This design comes from an exercise in tuning for small area, a short achievable clock period and few clock cycles per item on the open sky130 flow, not from production work. Where RTL was checked, it was by simulation tests only, not by an equivalence proof against the original. Power is estimated from default activity; no workload was simulated.

Design matmult_result_serializer, start of the top module:
module matmult_result_serializer #(
  parameter int DATA_W = 64,
  parameter int N_ELEM = 25
) (
  input  logic                       clk,
  input  logic                       rst,
  input  logic                       in_valid,
  output logic                       in_accept,
  input  logic [N_ELEM*DATA_W-1:0]   in_c,
  output logic                       out_valid,
  input  logic                       out_ready,
  output logic [DATA_W-1:0]          out_data,
  output logic [4:0]                 out_index,
  output logic                       out_last,
  output logic [DATA_W-1:0]          out_sum,
  output logic                       out_sum_valid
);
For scale: ~3900 cells after synthesis, about 1800 flip-flops, ~1700 I/O pins, ~67000 sq um of cells after synthesis.
==> module matmult_result_serializer, before the edit <==
module matmult_result_serializer #(
  parameter int DATA_W = 64,
  parameter int N_ELEM = 25
) (
  input  logic                       clk,
  input  logic                       rst,
  input  logic                       in_valid,
  output logic                       in_accept,
  input  logic [N_ELEM*DATA_W-1:0]   in_c,
  output logic                       out_valid,
  input  logic                       out_ready,
  output logic [DATA_W-1:0]          out_data,
  output logic [4:0]                 out_index,
  output logic                       out_last,
  output logic [DATA_W-1:0]          out_sum,
  output logic                       out_sum_valid
);
  localparam logic [4:0] LAST_IDX = 5'(N_ELEM - 1);
  logic              bfree_q;              
  logic [DATA_W-1:0] buf_q [N_ELEM];
  logic [N_ELEM-1:0] bsel_q;               
  logic [DATA_W-1:0] r_q;                  
  logic              rv_q;
  logic [4:0]        ridx_q;
  logic              rlast_q;
  logic [DATA_W-1:0] sum_q;
  logic              sum_valid_q;
  logic              take;                 
  logic              rfree;                
  logic              rload;
  logic              xfer;
  logic [DATA_W-1:0] next_elem;
  logic [4:0]        ridx_d;
  assign take  = bfree_q & in_valid;
  assign rfree = ~rv_q | out_ready;
  assign rload = rfree & (~bfree_q | in_valid);
  assign xfer  = rv_q & out_ready;
  always_comb begin
    next_elem = in_c[DATA_W-1:0] & {DATA_W{bfree_q}};
    for (int i = 0; i < N_ELEM; i++) next_elem |= buf_q[i] & {DATA_W{bsel_q[i]}};
  end
  assign ridx_d = (bfree_q || rlast_q) ? 5'd0 : ridx_q + 5'd1;
  always_ff @(posedge clk) begin
    if (bfree_q) begin
      for (int i = 0; i < N_ELEM; i++) buf_q[i] <= in_c[i*DATA_W +: DATA_W];
    end
  end
  always_ff @(posedge clk) begin
    if (rst) begin
      bfree_q <= 1'b1;
      bsel_q  <= '0;
      rv_q    <= 1'b0;
    end else begin
      if (rload) rv_q <= 1'b1;
      else if (xfer) rv_q <= 1'b0;
      if (bfree_q) begin
        if (in_valid) begin
          bfree_q <= 1'b0;
          bsel_q  <= rfree ? N_ELEM'(2) : N_ELEM'(1);
        end
      end else if (rfree) begin
        bsel_q  <= bsel_q << 1;
        if (bsel_q[N_ELEM-1]) bfree_q <= 1'b1;
      end
    end
  end
  always_ff @(posedge clk) begin
    if (rload) begin
      r_q      <= next_elem;
      ridx_q   <= ridx_d;
      rlast_q  <= (ridx_d == LAST_IDX);
    end
  end
  logic [DATA_W-1:0] acc_q;
  logic [DATA_W-1:0] acc_sum;
  assign acc_sum = acc_q + r_q;
  always_ff @(posedge clk) begin
    if (rst) begin
      sum_valid_q <= 1'b0;
    end else begin
      sum_valid_q <= xfer & rlast_q;
    end
    if (rst)       acc_q <= '0;
    else if (xfer) acc_q <= acc_sum & {DATA_W{~rlast_q}};
    sum_q <= acc_sum;
  end
  assign in_accept     = bfree_q;
  assign out_valid     = rv_q;
  assign out_data      = r_q;
  assign out_index     = ridx_q;
  assign out_last      = rlast_q;
  assign out_sum       = sum_q;
  assign out_sum_valid = sum_valid_q;
endmodule
export LEC_CHECK = 0
export CAP_MARGIN = 20
export CORE_AREA = 5 5 435 435
export DIE_AREA = 0 0 440 440
export SETUP_SLACK_MARGIN = 4.0
export SLEW_MARGIN = 20
create_clock -name core_clock -period 7.0 [get_ports {clk}]
standard.sh (not shown) runs the stock make flow with config.mk's settings and CLKGATE_MAP_FILE= SYNTH_SCRIPT=/design/flow/synth_recipe.tcl, a recipe that flattens the netlist after the stock synthesis.
==> flow/flow/run.sh <==
#!/bin/bash
# Standard ORFS layout (the standard.sh), with the port buffers made from
# sky130_fd_sc_hd__buf_1 instead of the delay-buffer cell buffer_ports picks by default,
# and IO pins allowed one routing track apart so a smaller die holds all 1741 of them.
set -euo pipefail
export BUFFER_PORTS_ARGS="-buffer_cell sky130_fd_sc_hd__buf_1"
export PLACE_PINS_ARGS="-min_distance 1 -min_distance_in_tracks"
bash standard.sh > standard_make.log 2>&1
Testbench counts at the start, summed over its fixed seeds: cycles 8,016, items 320.
Next try:
--- a/flow/design.v
+++ b/flow/design.v
@@ -17,6 +17,7 @@
 );
   localparam logic [4:0] LAST_IDX = 5'(N_ELEM - 1);
   logic              bfree_q;              
+  logic              accept_q;             
   logic [DATA_W-1:0] buf_q [N_ELEM];
   logic [N_ELEM-1:0] bsel_q;               
   logic [DATA_W-1:0] r_q;                  
@@ -47,10 +48,12 @@
   end
   always_ff @(posedge clk) begin
     if (rst) begin
-      bfree_q <= 1'b1;
-      bsel_q  <= '0;
+      bfree_q  <= 1'b1;
+      accept_q <= 1'b1;
+      bsel_q   <= '0;
       rv_q    <= 1'b0;
     end else begin
+      accept_q <= accept_q ? ~in_valid : (rfree & bsel_q[N_ELEM-1]);
       if (rload) rv_q <= 1'b1;
       else if (xfer) rv_q <= 1'b0;
       if (bfree_q) begin
@@ -71,6 +74,16 @@
       rlast_q  <= (ridx_d == LAST_IDX);
     end
   end
+  logic [DATA_W-1:0] ro_q;
+  logic [4:0]        io_q;
+  logic              lo_q;
+  logic rload_o;
+  assign rload_o = rfree & (~accept_q | in_valid);
+  always_ff @(posedge clk) begin
+    ro_q <= rload_o ? next_elem : r_q;
+    io_q <= rload_o ? ridx_d : ridx_q;
+    lo_q <= rload_o ? (ridx_d == LAST_IDX) : rlast_q;
+  end
   logic [DATA_W-1:0] acc_q;
   logic [DATA_W-1:0] acc_sum;
   assign acc_sum = acc_q + r_q;
@@ -84,11 +97,11 @@
     else if (xfer) acc_q <= acc_sum & {DATA_W{~rlast_q}};
     sum_q <= acc_sum;
   end
-  assign in_accept     = bfree_q;
+  assign in_accept     = accept_q;
   assign out_valid     = rv_q;
-  assign out_data      = r_q;
-  assign out_index     = ridx_q;
-  assign out_last      = rlast_q;
+  assign out_data      = ro_q;
+  assign out_index     = io_q;
+  assign out_last      = lo_q;
   assign out_sum       = sum_q;
   assign out_sum_valid = sum_valid_q;
 endmodule
=> Final cell count came out higher by 1.2%. Global-route usage increases by 1.0 points. Power increases by 3.4%. Core utilization is higher by 1.1 points. Count of clock-buffer cells in the layout grows by 1. Wire length goes up by 2.8%. Non-clock buffer count falls by 8. Via count rises by 2.4%. Final area is higher by 2.4%. Worst setup slack gets worse by 0.35 ns.
Only the layout flow was run in the second run of this note; the RTL was not checked for function there.

==> what the ideal ports hide <==
No port has a modelled driver above. Below, the same layouts with a new extraction and two added sets of constraints.
Step 1 sets driving cells, clkbuf_16 on the clock port and buf_2 on the other inputs (assumed; they add their load-dependent delay and slew).
Step 2 adds t to the input delays and takes it off the output delays; t is the mean of the earliest and latest rising clock arrival at the registers after step 1. Input paths then give back, and output paths get back, about the clock's delay inside the block.
Three values: no drivers, after step 1, after step 2; two values: the first two.
run | t, ns | slack for setup (ns) | worst hold slack (ns) | slew at the worst register clock pin (ns) | worst data-port slew with drivers (ns)
the first run | 0.927 | 3.895 / 3.813 / 3.408 | 0.469 / 0.469 / 0.469 | 0.07 / 0.07 | 0.39
the second run | 0.932 | 3.549 / 3.549 / 3.156 | 0.477 / 0.477 / 0.477 | 0.07 / 0.07 | 0.42
After both steps setup and hold are still met in every run listed. The setup slack of the first run, which loses most, moves by -0.082 ns with the drivers and by -0.487 ns with both steps.
